Context: an optimization exercise on an open-source flow, tuned for small area. The choices shown serve that exercise and are no tape-out recipe. Where RTL was checked, it was by simulation tests only, not by an equivalence proof against the original. The RTL of run 1 was laid out without a check of its function. Power and IR drop assume default switching activity.

==> flow/design.v <==
package madd_pkg;
  localparam int WinLen    = 16;
  localparam int WinLog    = $clog2(WinLen);
  localparam int SmpW      = 16;
  localparam int SumW      = SmpW + WinLog;
  localparam int DevW      = SumW + 1;
  localparam int ThrW      = 15;
  localparam int HoldW     = 8;
  localparam int LimW      = ThrW + WinLog;
  localparam int CfgIdxW   = 1;
  localparam int CfgDataW  = 15;
  localparam int EvtW      = 2;
  localparam int OutTdataW = 8;
  localparam logic [ThrW-1:0]  ThrRst  = ThrW'(768);
  localparam logic [HoldW-1:0] HoldRst = HoldW'(30);
  typedef enum logic [CfgIdxW-1:0] {
    CfgThreshold = 1'b0,
    CfgHoldoff   = 1'b1
  } cfg_idx_e;
  typedef enum logic [EvtW-1:0] {
    EvtNone    = 2'd0,
    EvtBump    = 2'd1,
    EvtPothole = 2'd2
  } evt_e;
  typedef struct packed {
    logic                   vld;
    logic signed [SmpW-1:0] data;
  } cell_t;
endpackage
module madd_cell (
  input  logic                        clk_i,
  input  logic                        en_i,
  input  logic [madd_pkg::SmpW-1:0]   d_i,
  output logic [madd_pkg::SmpW-1:0]   q_o
);
  always_ff @(posedge clk_i) begin
    if (en_i) begin
      q_o <= d_i;
    end
  end
endmodule
module madd_eval (
  input  logic [madd_pkg::SmpW-1:0]  smp_i,
  input  logic [madd_pkg::SumW-1:0]  sum_i,
  input  logic [madd_pkg::ThrW-1:0]  thr_i,
  output logic                       hit_pos_o,
  output logic                       hit_neg_o
);
  localparam int SmpW = madd_pkg::SmpW;
  localparam int SumW = madd_pkg::SumW;
  localparam int ThrW = madd_pkg::ThrW;
  localparam int CW   = SumW + 3;
  logic signed [CW-1:0] x, r, t, c_pos, c_neg;
  assign x = CW'($signed(smp_i));
  assign r = CW'($signed(sum_i));
  assign t = CW'(thr_i);
  assign c_pos = (x <<< 4) - x - r - (t <<< 4) - CW'(1);
  assign c_neg = (x <<< 4) - x - r + (t <<< 4);
  assign hit_pos_o = !c_pos[CW-1];
  assign hit_neg_o = c_neg[CW-1];
endmodule
module moving_average_deviation_detector_unit (
  input  logic                               clk_i,
  input  logic                               rst_ni,
  input  logic                               cfg_we_i,
  input  logic [madd_pkg::CfgIdxW-1:0]       cfg_idx_i,
  input  logic [madd_pkg::CfgDataW-1:0]      cfg_wdata_i,
  input  logic                               s_axis_tvalid,
  output logic                               s_axis_tready,
  input  logic [madd_pkg::SmpW-1:0]          s_axis_tdata,   
  output logic                               m_axis_tvalid,
  input  logic                               m_axis_tready,
  output logic [madd_pkg::OutTdataW-1:0]     m_axis_tdata    
);
  localparam int WinLen = madd_pkg::WinLen;
  localparam int SumW   = madd_pkg::SumW;
  localparam int SmpW   = madd_pkg::SmpW;
  localparam int HoldW  = madd_pkg::HoldW;
  logic [madd_pkg::ThrW-1:0] thr_q;
  logic [HoldW-1:0]          hold_len_q;
  always_ff @(posedge clk_i or negedge rst_ni) begin
    if (!rst_ni) begin
      thr_q      <= madd_pkg::ThrRst;
      hold_len_q <= madd_pkg::HoldRst;
    end else if (cfg_we_i) begin
      if (cfg_idx_i == madd_pkg::CfgHoldoff) begin
        hold_len_q <= cfg_wdata_i[HoldW-1:0];
      end else begin
        thr_q <= cfg_wdata_i[madd_pkg::ThrW-1:0];
      end
    end
  end
  logic ovld_q;
  logic accept;
  assign s_axis_tready = !ovld_q || m_axis_tready;
  assign accept        = s_axis_tvalid && s_axis_tready;
  logic [SmpW-1:0] win [WinLen];
  assign win[0] = s_axis_tdata;
  for (genvar k = 0; k < WinLen - 1; k++) begin : g_cell
    madd_cell u_cell (
      .clk_i (clk_i),
      .en_i  (accept),
      .d_i   (win[k]),
      .q_o   (win[k+1])
    );
  end
  logic            fill_q;
  logic [SumW-1:0] sum_q, smp_ext, out_ext;
  logic [SmpW-1:0] smp_in, smp_out;
  assign smp_in  = accept ? s_axis_tdata : '0;
  assign smp_out = (accept && fill_q) ? win[WinLen-1] : '0;
  assign smp_ext = {{(SumW-SmpW){smp_in[SmpW-1]}}, smp_in};
  assign out_ext = {{(SumW-SmpW){smp_out[SmpW-1]}}, smp_out};
  always_ff @(posedge clk_i or negedge rst_ni) begin
    if (!rst_ni) begin
      sum_q <= '0;
    end else begin
      sum_q <= sum_q + smp_ext - out_ext;
    end
  end
  logic hit_pos, hit_neg;
  madd_eval u_eval (
    .smp_i     (s_axis_tdata),
    .sum_i     (sum_q),
    .thr_i     (thr_q),
    .hit_pos_o (hit_pos),
    .hit_neg_o (hit_neg)
  );
  logic [HoldW-1:0] hold_q, hold_cur;
  logic             hold_dirty_q, evt_pos_q, evt_neg_q, blank;
  assign hold_cur = (hold_dirty_q && (evt_pos_q || evt_neg_q)) ? hold_len_q : hold_q;
  assign blank    = hold_cur != '0;
  always_ff @(posedge clk_i or negedge rst_ni) begin
    if (!rst_ni) begin
      hold_q       <= HoldW'(WinLen - 1);
      hold_dirty_q <= 1'b0;
      fill_q       <= 1'b0;
      ovld_q       <= 1'b0;
    end else begin
      hold_q       <= hold_cur;
      hold_dirty_q <= accept;
      if (accept) begin
        if (blank) begin
          hold_q <= hold_cur - 1'b1;
        end
        if (hold_cur == HoldW'(1)) begin
          fill_q <= 1'b1;
        end
      end
      ovld_q <= accept || (ovld_q && !m_axis_tready);
    end
  end
  always_ff @(posedge clk_i) begin
    if (accept) begin
      evt_pos_q <= hit_pos && !blank;
      evt_neg_q <= hit_neg && !blank;
    end
  end
  assign m_axis_tvalid = ovld_q;
  assign m_axis_tdata  = madd_pkg::OutTdataW'({evt_neg_q, evt_pos_q});
endmodule
==> flow/run.sh <==
#!/bin/bash
# synth_recipe.tcl (not shown) runs the flow's synth.tcl, then flattens the netlist and writes it again
# the make line also repeats each setting of config.mk as NAME=value (left out here)
make -C /OpenROAD-flow-scripts/flow DESIGN_CONFIG=/design/flow/config.mk WORK_HOME=/design/flow/orfs CLKGATE_MAP_FILE= SYNTH_SCRIPT=/design/flow/synth_recipe.tcl finish
==> flow/config.mk <==
export PLATFORM = sky130hd
export DESIGN_NAME = moving_average_deviation_detector_unit
export DESIGN_NICKNAME = moving_average_deviation_detector_unit
export VERILOG_FILES = /design/flow/design.v
export SDC_FILE = /design/flow/constraint.sdc
export NUM_CORES = 4
export LEC_CHECK = 0
export CAP_MARGIN = 20
export CORE_MARGIN = 2
export CORE_UTILIZATION = 60
export CTS_BUF_LIST = sky130_fd_sc_hd__clkbuf_8
export CTS_CLUSTER_SIZE = 30
export GPL_TIMING_DRIVEN = 0
export SLEW_MARGIN = 20
==> flow/constraint.sdc <==
create_clock -name core_clock -period 4.5 [get_ports {clk_i}]
set_input_delay 0.9000 -clock core_clock [delete_from_list [all_inputs] [get_ports {clk_i}]]
set_output_delay 0.9000 -clock core_clock [all_outputs]
set_load 0.01 [all_outputs]
==> results.toml, run 1 <==
[route]
drt_first_pass_iters = 5
drt_wl_total_um = 23000
drc = 0
avgViaCountPerCell = 5.36
wire_per_inst_um = 17.2
ant_nets = 0
dr_total_vias = 7156
drtIter0Drc = 475

[layout]
nets = 1170
multiInputGateArea_mm2 = 0.00418
final_util = 0.701
fin_area_mm2 = 0.0152
drive_gt1_frac = 0.164
syn2layout_area_growth_pct = 15.9
num_antenna_cells = 0
ff_latch_area_mm2 = 0.00863
fill_cells = 1508

[flow_run]
maxCapViolCount = 0

[critical_path]
crit_path_cell_trace = "clkdlybuf4s15_2, inv_1, fa_1, ha_2, nand2_1, nor3_2, a21oi_2, nor3_2, mux2_2, nor2_1, ha_1, or4_4, a2111oi_4, o21ai_2, buf_4, a211oi_2, nor3_1"
cp_top_family = "simple AND/OR/NAND/NOR gates"
rrSetupSlack_ns = -0.27
critPathKind = "in -> reg"
path_buf_inv = 3
critical_path.slowest_cell = "or4_4"
cp-start-kind = "input port"
cp-end-kind = "flop"
slowest_delay_ns = 0.54
cp.required_ns = 4.81
worstPathMaxFanout = 5
timing.rr.end = "evt_neg_q"
crit_top_cell = "nor3_2"
worstPathArrival_ns = 5.13
reg2reg_depth = 20
r2r_start = "sum_q[1]"

[die]
io_pins = 47
initial_core_util = 0.605
rows = 54
die_area_mm2 = 0.0230
core_area_mm2 = 0.0216
chipWidth_um = 152
fp.dieH_um = 152

[placed_design]
io_buffers = 40
post-place-ws_ns = -1.68
dp_hpwl_um = 14400
dpl_cell_area_mm2 = 0.0139
globalplace.congestion = 0.949

[timing]
slew-limit-headroom = 0.377
fin_crit_sh = 1.07
rsz0062_at_grt = "true"
skew_ns = 0.0179
drv_slew = 0
post-route-min-period_ns = 4.82
worst_slew_pin_slew_ns = 0.935
fin_ws_ns = -0.319
max_freq_mhz = 208
fin_hold_ws_ns = 0.406
hold_violations = 0
setup_violations = 1

[clocking]
clock_latency_ns = 0.57
cts_buffers = 48
cts_num_sinks = 296
clkTransAtPathRegs_ns = 0.06
htreeDepth = 2
hold_buffers = 0
clock_tree.buffer_depth = 3
cts_root_buffer = "clkbuf_8"
cts_tree = "done"

[power]
powerDensity_mw_per_mm2 = 702
vdd_ir_drop_max_mv = 0.442
p_leak_nw = 6.17

[global_route]
grt_first_pass_wirelength_um = 36200
gr-usage-met2 = 0.324
grt_pass1_vias = 7394
grt-busiest-layer = "met2"
antenna_found_initial = 0
grt_overflow = 0
gr-usage-met1 = 0.283
grt_max_degree = 127
use_met3 = 0.0401
track_usage = 0.207

[synth]
synth_ff_type = "edfxtp_1"
synth_edf_count = 242
postSynthAreaPerCell_um2 = 14.5
yosysSeqAreaShare = 0.660
synth_cell_types = 57
async_flop_share = 0.182
syn_inst = 905
netlist_area_mm2 = 0.0131
yosys_warnings = 4
ys_seq_elements = 296

[outcome]
outcome = "complete, but fails checks"
so_faults = "negative setup slack"

[worst_hold_path]
hold_class = "in -> async"
what timing repair did:
action | in CTS | in global routing
pin swaps | 19 | 9
resized for setup | 68 | 33
endpoints found under the setup margin | 15 | 7
gates cloned | 3 | 1
hold endpoints to repair | 0 | 0
setup buffers | 9 | 4
per-stage QoR:
stage / TNS [ns] / power [mW] / instances
detailed placement: -16.74 / 8.01 / 1230
finish: -0.319 / 10.6 / 1336
CTS: -0.388 / 10.5 / 1331
global route: -0.529 / 11.5 / 1336
global placement: -14.60 / 7.80 / 1230
floorplan: -0.660 / 6.99 / 910
where the power goes:
| part | internal (mW) | switching (mW) | total, mW |
|---|---|---|---|
| Clock | 1.10 | 1.03 | 2.13 |
| Sequential | 3.33 | 0.124 | 3.45 |
| Combinational | 2.22 | 2.83 | 5.05 |
per-layer routing:
| layer | part of all wire | vias up |
|---|---|---|
| li1 | - | 3425 |
| met1 | 0.45 | 3514 |
| met2 | 0.47 | 156 |
| met3 | 0.042 | 61 |
| met4 | 0.034 | 0 |
| met5 | 0 | - |
logic make-up (layout without fill, tap and decap cells):
group           Yosys count  in the layout  share of synthesized area
flops                   296            296                      0.660
buf+inv                 130            276                     0.0396
other cells               1              6                   0.000287
simple gates            167            167                     0.0614
mux                      17             17                     0.0139
compound gates          135            135                     0.0650
fa+ha+maj               116            116                      0.131
xor+xnor                 43             43                     0.0288
how the worst max path moves through the flow:
stage	from	to	slack [ns]	depth (start not counted)
final	s_axis_tdata[9]	evt_neg_q	-0.32	17
after global routing	s_axis_tdata[9]	evt_neg_q	-0.52	17
after CTS	sum_q[1]	evt_neg_q	-0.39	20
after detailed placement	s_axis_tdata[1]	evt_neg_q	-1.68	20
after global placement	s_axis_tdata[1]	evt_neg_q	-1.66	20
after floorplan	s_axis_tdata[4]	evt_neg_q	-0.58	17
cell usage in the layout (no fill, tap or decap), drive strengths merged, types with 9 or more instances in the layout:
cell,instances
a21oi,39
inv,129
edfxtp,242
xor2,14
mux2,9
ha,81
nand2,55
dfstp,10
fa,35
nor3,12
and3,21
dfrtp,44
xnor2,29
buf,29
clkbuf,65
clkdlybuf4s50,23
nor2,44
o21ai,38
clkinv,18
sequential cells by signal, summed over array words and instances, names as in the netlist:
signal,cells
fill_q,1
hold_dirty_q,1
evt_neg_q,1
hold_len_q,8
ovld_q,1
thr_q,15
sum_q,20
evt_pos_q,1
g_cell.u_cell.q_o,240
hold_q,8
area by class of cell:
cell class / instances / area share
clock buffer: 50 / 0.0454
multi-input combinational: 484 / 0.276
sequential: 296 / 0.569
buffer: 17 / 0.00867
inverter: 113 / 0.0280
clock inverter: 39 / 0.0139
tap: 280 / 0.0231
timing repair buffer: 57 / 0.0360
worst register-to-register path, stage by stage (launching register included):
cell and delay (ns):
dfrtp_1 0.42, ha_4 0.28, inv_2 0.03, ha_4 0.15
inv_2 0.05, fa_2 0.23, nor2b_4 0.05, o31a_1 0.28
or4_4 0.45, a41oi_4 0.16, or2b_1 0.27, a21oi_2 0.13
o21bai_1 0.08, xor2_1 0.25, ha_1 0.29, or4_4 0.44
a2111oi_4 0.36, o21ai_2 0.15, buf_4 0.16, a211oi_2 0.20
nor3_1 0.07
cell usage after synthesis (4+ instances only):
master | count | area [µm²]
nor2_1 | 44 | 165
a211oi_1 | 6 | 45.0
buf_4 | 8 | 60.1
dfrtp_1 | 44 | 1100
xor2_1 | 14 | 123
edfxtp_1 | 242 | 7270
o31ai_1 | 5 | 37.5
nor3_1 | 12 | 60.1
xnor2_1 | 29 | 254
a31oi_1 | 6 | 37.5
a21o_1 | 8 | 60.1
mux2_2 | 9 | 101
and3_1 | 21 | 131
mux2i_1 | 8 | 80.1
nor2b_1 | 6 | 37.5
nand2_1 | 55 | 206
inv_1 | 113 | 424
fa_1 | 35 | 701
nand3_1 | 5 | 25.0
o21bai_1 | 8 | 60.1
o21a_1 | 8 | 60.1
dfstp_2 | 10 | 263
ha_1 | 81 | 1010
nand2b_1 | 4 | 25.0
a21oi_1 | 39 | 195
o21ai_0 | 36 | 180
clkbuf_1 | 9 | 33.8
==> run 2: changes to the inputs <==
--- a/flow/design.v
+++ b/flow/design.v
@@ -49,15 +49,16 @@
   localparam int SmpW = madd_pkg::SmpW;
   localparam int SumW = madd_pkg::SumW;
   localparam int ThrW = madd_pkg::ThrW;
-  localparam int CW   = SumW + 3;
-  logic signed [CW-1:0] x, r, t, c_pos, c_neg;
+  localparam int CW   = SumW + 2;
+  logic signed [CW-1:0] x, r, t, m, k_pos, k_neg;
   assign x = CW'($signed(smp_i));
   assign r = CW'($signed(sum_i));
   assign t = CW'(thr_i);
-  assign c_pos = (x <<< 4) - x - r - (t <<< 4) - CW'(1);
-  assign c_neg = (x <<< 4) - x - r + (t <<< 4);
-  assign hit_pos_o = !c_pos[CW-1];
-  assign hit_neg_o = c_neg[CW-1];
+  assign m     = (x <<< 4) - x;
+  assign k_pos = r + (t <<< 4);
+  assign k_neg = r - (t <<< 4);
+  assign hit_pos_o = m > k_pos;
+  assign hit_neg_o = m < k_neg;
 endmodule
 module moving_average_deviation_detector_unit (
   input  logic                               clk_i,
@@ -105,17 +106,15 @@
     );
   end
   logic            fill_q;
-  logic [SumW-1:0] sum_q, smp_ext, out_ext;
-  logic [SmpW-1:0] smp_in, smp_out;
-  assign smp_in  = accept ? s_axis_tdata : '0;
-  assign smp_out = (accept && fill_q) ? win[WinLen-1] : '0;
-  assign smp_ext = {{(SumW-SmpW){smp_in[SmpW-1]}}, smp_in};
-  assign out_ext = {{(SumW-SmpW){smp_out[SmpW-1]}}, smp_out};
+  logic [SumW-1:0] sum_q, sum_all, smp_ext, out_ext;
+  assign smp_ext = {{(SumW-SmpW){s_axis_tdata[SmpW-1]}}, s_axis_tdata};
+  assign out_ext = fill_q ? {{(SumW-SmpW){win[WinLen-1][SmpW-1]}}, win[WinLen-1]} : '0;
+  assign sum_all = sum_q + smp_ext;
   always_ff @(posedge clk_i or negedge rst_ni) begin
     if (!rst_ni) begin
       sum_q <= '0;
-    end else begin
-      sum_q <= sum_q + smp_ext - out_ext;
+    end else if (accept) begin
+      sum_q <= sum_all - out_ext;
     end
   end
   logic hit_pos, hit_neg;
@@ -127,8 +126,8 @@
     .hit_neg_o (hit_neg)
   );
   logic [HoldW-1:0] hold_q, hold_cur;
-  logic             hold_dirty_q, evt_pos_q, evt_neg_q, blank;
-  assign hold_cur = (hold_dirty_q && (evt_pos_q || evt_neg_q)) ? hold_len_q : hold_q;
+  logic             hold_dirty_q, blank_q, hit_pos_q, hit_neg_q, blank;
+  assign hold_cur = (hold_dirty_q && !blank_q && (hit_pos_q || hit_neg_q)) ? hold_len_q : hold_q;
   assign blank    = hold_cur != '0;
   always_ff @(posedge clk_i or negedge rst_ni) begin
     if (!rst_ni) begin
@@ -152,10 +151,23 @@
   end
   always_ff @(posedge clk_i) begin
     if (accept) begin
-      evt_pos_q <= hit_pos && !blank;
-      evt_neg_q <= hit_neg && !blank;
+      blank_q   <= blank;
+      hit_pos_q <= hit_pos;
+      hit_neg_q <= hit_neg;
+    end
+  end
+  madd_pkg::evt_e evt;
+  always_comb begin
+    if (blank_q) begin
+      evt = madd_pkg::EvtNone;
+    end else if (hit_pos_q) begin
+      evt = madd_pkg::EvtBump;
+    end else if (hit_neg_q) begin
+      evt = madd_pkg::EvtPothole;
+    end else begin
+      evt = madd_pkg::EvtNone;
     end
   end
   assign m_axis_tvalid = ovld_q;
-  assign m_axis_tdata  = madd_pkg::OutTdataW'({evt_neg_q, evt_pos_q});
+  assign m_axis_tdata  = madd_pkg::OutTdataW'(evt);
 endmodule
==> run 2 against run 1 <==
  * The run now finishes clean
  * Fmax increased by 11%
  * Hold slack worse by 0.14 ns
  * Global-route usage rose by 1.2 points
  * Synthesized cell count rose by 20%
  * Via count increased by 17%
  * Sequential power increased by 1%
  * Die area rose by 8.2%
  * Count of clock-buffer cells in the layout shrank 2
  * Non-clock buffer count unchanged
  * Power decreased by 9.8%
==> results.toml, run 2 <==
[clocking]
cts_tree = "done"
cts_root_buffer = "clkbuf_8"
cts_num_sinks = 297
clock_latency_ns = 0.57
htreeDepth = 2
clock_tree.buffer_depth = 3
hold_buffers = 0
cts_buffers = 47
clkTransAtPathRegs_ns = 0.06

[synth]
async_flop_share = 0.182
synth_top_cell_area_share = 0.514
synthTopCellsByArea = "edfxtp_1 (51%), ha_1 (8.6%), dfrtp_1 (7.8%), xnor2_1 (3.1%), inv_1 (3.0%)"
synthTopCellsByCount = "edfxtp_1 (243), inv_1 (114), ha_1 (98)"
synth_ff_type = "edfxtp_1"
syn_inst = 1084
synth.most_common_cell = "edfxtp_1"
synth_edf_count = 243
yosysSeqAreaShare = 0.611
synth_cell_types = 69
yosys_warnings = 4
synth_top_cell_by_area = "edfxtp_1"
postSynthAreaPerCell_um2 = 13.1
netlist_area_mm2 = 0.0142
ys_seq_elements = 297

[placed_design]
placedCellCount = 1451
dpl_cell_area_mm2 = 0.0151
dp_hpwl_um = 18600
io_buffers = 40
globalplace.congestion = 0.882

[global_route]
grt_max_degree = 97
grt_first_pass_wirelength_um = 41700
antenna_found_initial = 1
grt_overflow = 0
track_usage = 0.219
grt_pass1_vias = 8133

[power]
vdd_ir_drop_max_mv = 0.351
seqPwrFrac = 0.364
p_int_mw = 6.23
clockPowerShare = 0.228
p_leak_nw = 6.57
powerDensity_mw_per_mm2 = 596
combPwrFrac = 0.408
power.switching_mw = 3.37
swShare = 0.351

[timing]
drv_slew = 0
setup_violations = 0
finalSetupTns_ns = 0
max_freq_mhz = 231
slew-limit-headroom = 0.350
skew_ns = 0.0172
hold_violations = 0
worst_slew_pin_slew_ns = 0.975
rsz0062_at_grt = "false"
fin_crit_sh = 0.962
post-route-min-period_ns = 4.33
fin_hold_ws_ns = 0.263

[critical_path]
critical_path.slowest_cell = "clkbuf_1"
crit_path_cell_trace = "clkbuf_1, and2_1, fa_1, inv_1, ha_1, o21a_1, o21ai_0, a21oi_1, o211ai_1, a21oi_1, a211oi_1, a21oi_1, xnor2_1, nor2_1, xnor2_1"
crit_top_cell = "a21oi_1"
critPathKind = "reg -> reg"
worstPathArrival_ns = 4.76
worstPathMaxFanout = 10
rrSetupSlack_ns = 0.17
timing.rr.end = "sum_q[19]"
reg2reg_depth = 15
crit_cells = 15
cp_top_family = "compound AO/OA/AOI/OAI gates"
crit_path_start = "fill_q"
cp-start-kind = "flop"
cp-end-kind = "flop"
cp.required_ns = 4.94
slowest_delay_ns = 0.65
path_buf_inv = 2
r2r_start = "fill_q"
worstSetupEndpoint = "sum_q[19]"

[layout]
final_util = 0.690
drive_gt1_frac = 0.115
stdcell_count = 1546
syn2layout_area_growth_pct = 13.6
fin_area_mm2 = 0.0161
num_antenna_cells = 0
mostFrequentLayoutCells = "edfxtp_1 (243), inv_1 (132), ha_1 (93)"
nets = 1345
largest-register = "g_cell.u_cell.q_o"
fill_cells = 1716
top_regs = "g_cell.u_cell.q_o: 240 flops, sum_q: 20 flops, thr_q: 15 flops"
largest_reg_flops = 240
final_common_cell = "edfxtp_1"

[die]
io_pins = 47
core_area_mm2 = 0.0233
fp.dieH_um = 158
rows = 56
chipWidth_um = 158
initial_core_util = 0.608
die_area_mm2 = 0.0249

[route]
drc = 0
drt_first_pass_iters = 5
drt_wl_total_um = 26400
avgViaCountPerCell = 5.41
ant_nets = 0
drtIter0Drc = 546
dr_total_vias = 8365
wire_per_inst_um = 17.1

[flow_run]
maxCapViolCount = 0

[worst_hold_path]
hold_class = "in -> async"

[outcome]
outcome = "finished clean"
[run 2: through the flow]
step | power, mW | setup slack (ns)
after detailed placement | 7.37 | -1.10
after CTS | 9.63 | 0.0255
after global placement | 7.29 | -1.11
after global routing | 10.3 | 0.000841
after floorplan | 6.52 | 0.144
final | 9.60 | 0.171
[run 2: cell families (layout without fill, tap and decap cells)]
| kind of cell | count (synthesis) | after routing | share of synthesized area |
|---|---|---|---|
| buffers and inverters | 137 | 275 | 0.0379 |
| and+or+nand+nor | 232 | 232 | 0.0807 |
| AOI/OAI and AO/OA | 201 | 201 | 0.0909 |
| other | 1 | 6 | 0.000264 |
| xor gates and xnor gates | 69 | 69 | 0.0426 |
| adders and majority gates | 124 | 124 | 0.120 |
| muxes | 23 | 23 | 0.0171 |
| DFF | 297 | 297 | 0.611 |
[run 2: power by group through the flow]
stage / Combinational (mW) / Sequential, mW / Clock (mW)
final: 3.92 / 3.49 / 2.19
after floorplan: 3.03 / 3.49 / 0
after global placement: 3.75 / 3.55 / 0
after CTS: 3.87 / 3.50 / 2.27
after global routing: 4.44 / 3.52 / 2.38
after detailed placement: 3.83 / 3.55 / 0
[run 2: final cells by class]
cell class              count  area [µm²]  share of cell area
multi-input cells         655        5090               0.316
clock inverters            39         256              0.0159
flip-flops and latches    297        8660               0.538
well taps                 319         399              0.0248
clock buffers              48         661              0.0410
repair buffers             51         488              0.0303
inverters                 114         428              0.0266
plain buffers              23         121             0.00753
[run 2: what timing repair did]
item,CTS,global route
buffers inserted,5,3
endpoints found under the setup margin,2,1
pin swaps,4,7
gates cloned,0,0
resized for setup,24,37
[run 2: how the worst min path moves through the flow]
stage | startpoint | end | slack [ns] | cells past startpoint
finish | rst_ni | sum_q[13] | 0.26 | 1
global route | rst_ni | sum_q[13] | 0.24 | 1
CTS | rst_ni | sum_q[13] | 0.23 | 1
detailed placement | g_cell[9].u_cell.q_o[13] | g_cell[10].u_cell.q_o[13] | 0.40 | 0
global placement | g_cell[10].u_cell.q_o[3] | g_cell[11].u_cell.q_o[3] | 0.40 | 0
floorplan | g_cell[9].u_cell.q_o[0] | g_cell[10].u_cell.q_o[0] | 0.40 | 0
[run 2: metal layers]
metal	part of all wire	GRT usage	vias up
met3	0.043	0.0381	51
met2	0.44	0.323	187
met5	0	0	-
met4	0.026	0.0775	0
li1	-	-	4092
met1	0.50	0.329	4035
==> run 3: changes to the inputs <==
==> flow/flow/run.sh (new file) <==
#!/bin/bash
# Own layout flow: the standard flow (standard.sh), with the standard
# synthesis unchanged, and these changes to the later steps:
#  - ports get a buf_1 each instead of the default port buffer;
#  - clock tree synthesis inserts no dummy loads, and uses clkbuf_4/clkbuf_8.
# Each step's full output goes to a log file of its own in this folder.
set -euo pipefail
bash standard.sh synth > synth.log 2>&1
export BUFFER_PORTS_ARGS="-buffer_cell sky130_fd_sc_hd__buf_1"
export CTS_ARGS="-sink_clustering_enable -repair_clock_nets -dont_use_dummy_load -buf_list {sky130_fd_sc_hd__clkbuf_4 sky130_fd_sc_hd__clkbuf_8} -sink_clustering_size 30"
bash standard.sh floorplan > floorplan.log 2>&1
bash standard.sh place > place.log 2>&1
bash standard.sh cts > cts.log 2>&1
bash standard.sh route > route.log 2>&1
bash standard.sh finish > finish.log 2>&1
==> flow/standard.sh (new file) <==
#!/bin/bash
# synth_recipe.tcl (not shown) runs the flow's synth.tcl, then flattens the netlist and writes it again
# the make line also repeats each setting of config.mk as NAME=value (left out here)
make -C /OpenROAD-flow-scripts/flow DESIGN_CONFIG=/design/flow/config.mk WORK_HOME=/design/flow/orfs CLKGATE_MAP_FILE= SYNTH_SCRIPT=/design/flow/synth_recipe.tcl "${@:-finish}"
removed: flow/run.sh
==> run 3 against run 2 <==
  * Still clean
  * Sequential power about the same
  * Non-clock buffer count decreased by 3
  * Critical path depth increased by 6
  * Fmax decreased by 0.45%
  * Register-to-register slack improved by 0.09 ns
  * Global-route usage decreased by 0.50 points
  * Power decreased by 4.8%
  * Cell count decreased by 2.8%
  * First-iteration DRC count decreased by 12%
  * Critical endpoint is now hit_neg_q
==> results.toml, run 3 <==
[critical_path]
reg2reg_depth = 15
critPathKind = "in -> reg"
cp-start-kind = "input port"
worstPathArrival_ns = 4.69
cp.required_ns = 4.85
cp-end-kind = "flop"
worstPathMaxFanout = 3

[outcome]
outcome = "finished clean"

[power]
fin_total_pwr_mw = 9.14
vdd_ir_drop_max_mv = 0.299
p_leak_nw = 6.26
powerDensity_mw_per_mm2 = 586

[global_route]
grt_pass1_vias = 7741
grt_first_pass_wirelength_um = 40400
grt_max_degree = 112
track_usage = 0.214
grt_overflow = 0
antenna_found_initial = 0

[synth]
async_flop_share = 0.182
synth_cell_types = 69
synthTopCellsByCount = "edfxtp_1 (243), inv_1 (114), ha_1 (98)"
synth_ff_type = "edfxtp_1"
ys_seq_elements = 297
postSynthAreaPerCell_um2 = 13.1
netlist_area_mm2 = 0.0142
yosys_warnings = 4
synth_top_cell_area_share = 0.514
synthTopCellsByArea = "edfxtp_1 (51%), ha_1 (8.6%), dfrtp_1 (7.8%), xnor2_1 (3.1%), inv_1 (3.0%)"
syn_inst = 1084
synth_top_cell_by_area = "edfxtp_1"
yosysSeqAreaShare = 0.611
synth.most_common_cell = "edfxtp_1"
synth_edf_count = 243

[die]
die_area_mm2 = 0.0249
fp.dieH_um = 158
core_area_mm2 = 0.0233
initial_core_util = 0.608
io_pins = 47
chipWidth_um = 158
rows = 56

[timing]
skew_ns = 0.0562
slew-limit-headroom = 0.418
hold_violations = 0
setup_violations = 0
worst_slew_pin_slew_ns = 0.874
drv_slew = 0
max_freq_mhz = 230
fin_crit_sh = 0.966
fin_ws_ns = 0.152
post-route-min-period_ns = 4.35

[layout]
nets = 1342
final_common_cell = "edfxtp_1"
fill_cells = 1717
top_regs = "g_cell.u_cell.q_o: 240 flops, sum_q: 20 flops, thr_q: 15 flops"
drive_gt1_frac = 0.106
syn2layout_area_growth_pct = 10.0
largest_reg_flops = 240
stdcell_count = 1503
mostFrequentLayoutCells = "edfxtp_1 (243), inv_1 (111), ha_1 (95)"
largest-register = "g_cell.u_cell.q_o"
num_antenna_cells = 0

[route]
drtIter0Drc = 483
drc = 0
avgViaCountPerCell = 5.44
ant_nets = 0
wire_per_inst_um = 17.2
drt_wl_total_um = 25900
dr_total_vias = 8170
drt_first_pass_iters = 5

[worst_hold_path]
hold_class = "reg -> reg"
hold_depth = 0

[placed_design]
io_buffers = 40
globalplace.congestion = 0.882
post-place-ws_ns = -0.764
placedCellCount = 1451
dp_hpwl_um = 18500

[clocking]
cts_tree = "done"
htreeDepth = 2
cts_root_buffer = "clkbuf_8"
cts_num_sinks = 297
cts_buffers = 47
clock_latency_ns = 0.56
clock_tree.buffer_depth = 3
clkTransAtPathRegs_ns = 0.06

[flow_run]
maxCapViolCount = 0
## run 3: final timing paths
check / start / to / slack [ns]
max in group asynchronous: rst_ni / hold_len_q[4] / 3.39
setup reg to reg: fill_q / sum_q[19] / 0.26
hold reg to reg: g_cell[13].u_cell.q_o[7] / g_cell[14].u_cell.q_o[7] / 0.40
setup / recovery: s_axis_tdata[4] / hit_neg_q / 0.15
hold / removal: g_cell[13].u_cell.q_o[7] / g_cell[14].u_cell.q_o[7] / 0.40
min in group asynchronous: rst_ni / sum_q[1] / 0.41
## run 3: report_power, final
group,internal [mW],switching (mW)
logic,1.70,2.17
registers,3.32,0.169
clock network,0.918,0.865
total,5.94,3.20
## run 3: repair_timing
item	4_1_cts	5_1_grt
resized for setup	4	23
hold buffers	0	0
buffers inserted	3	2
pin swaps	2	3
endpoints found under the setup margin	1	1
## run 3: cells by family after synthesis
family                     count (synthesis)  share of synthesized area
buffers and inverters                    137                     0.0379
xor gates and xnor gates                  69                     0.0426
DFF                                      297                      0.611
adders and majority gates                124                      0.120
and+or+nand+nor                          232                     0.0807
muxes                                     23                     0.0171
other                                      1                   0.000264
AOI/OAI and AO/OA                        201                     0.0909
## run 3: area by class of cell
| cell class | count | area (µm²) | area share |
|---|---|---|---|
| inverters | 114 | 428 | 0.0274 |
| multi-input cells | 655 | 5070 | 0.325 |
| well taps | 319 | 399 | 0.0256 |
| repair buffers | 48 | 277 | 0.0177 |
| flip-flops and latches | 297 | 8660 | 0.555 |
| clock buffers | 47 | 647 | 0.0415 |
| plain buffers | 23 | 121 | 0.00778 |
## run 3: worst max-delay path: stages
cell       delay, ns
buf_2           0.16
inv_2           0.10
ha_4            0.29
or3b_1          0.40
nor2_2          0.14
a21oi_1         0.08
o21ai_0         0.16
a21oi_1         0.09
o21bai_1        0.13
a21o_1          0.15
a21oi_2         0.07
xnor2_2         0.17
ha_1            0.32
o2111ai_1       0.11
a21oi_1         0.09
a221oi_1        0.26
o21ai_1         0.13
maj3_1          0.38
a21o_1          0.21
a21oi_2         0.13
mux2i_1         0.20
## run 3: layer usage
metal | vias up | wire [µm] | GRT usage
met1 | 3938 | 12700 | 0.318
met4 | 0 | 406 | 0.0563
li1 | 4044 | - | -
met2 | 156 | 11700 | 0.330
met3 | 32 | 1060 | 0.0348
met5 | - | 0 | 0
## run 3: metrics by stage
stage	utilization	setup TNS [ns]	hold slack [ns]	area (µm²)
2_1_floorplan	-	0	0.400	14200
3_3_place_gp	0.632	-1.37	0.401	14800
3_5_place_dp	0.636	-1.25	0.405	14800
4_1_cts	0.665	0	0.393	15500
5_1_grt	0.669	-0.0337	0.385	15600
6_report	0.669	0	0.399	15600

## what the ideal ports hide
In the flow no input, the clock included, has a driving cell. The finished layouts below were timed again as built, in two steps. Step 1 sets driving cells, clkbuf_16 on the clock port and buf_2 on the other inputs (assumed; they add their load-dependent delay and slew). Step 2 moves the port delays by t, midway between the first and last clock arrival at a register: inputs arrive t later, outputs are due t later. That takes back most of the time a late clock gives input paths. Slacks: ideal / step 1 / step 2; pairs: ideal / step 1.
| run | t (ns) | slack for setup (ns) | worst register clock-pin slew, ns |
|---|---|---|---|
| run 1 | 0.600 | -0.319 / -0.318 / -0.918 | 0.07 / 0.07 |
| run 2 | 0.601 | 0.171 / 0.171 / -0.363 | 0.07 / 0.07 |
| run 3 | 0.571 | 0.152 / 0.162 / -0.409 | 0.06 / 0.06 |
Met with ideal ports but missed after step 2: setup timing in run 2 and run 3. The setup slack of run 1, which loses most, moves by +0.001 ns with the drivers and by -0.599 ns with both steps.
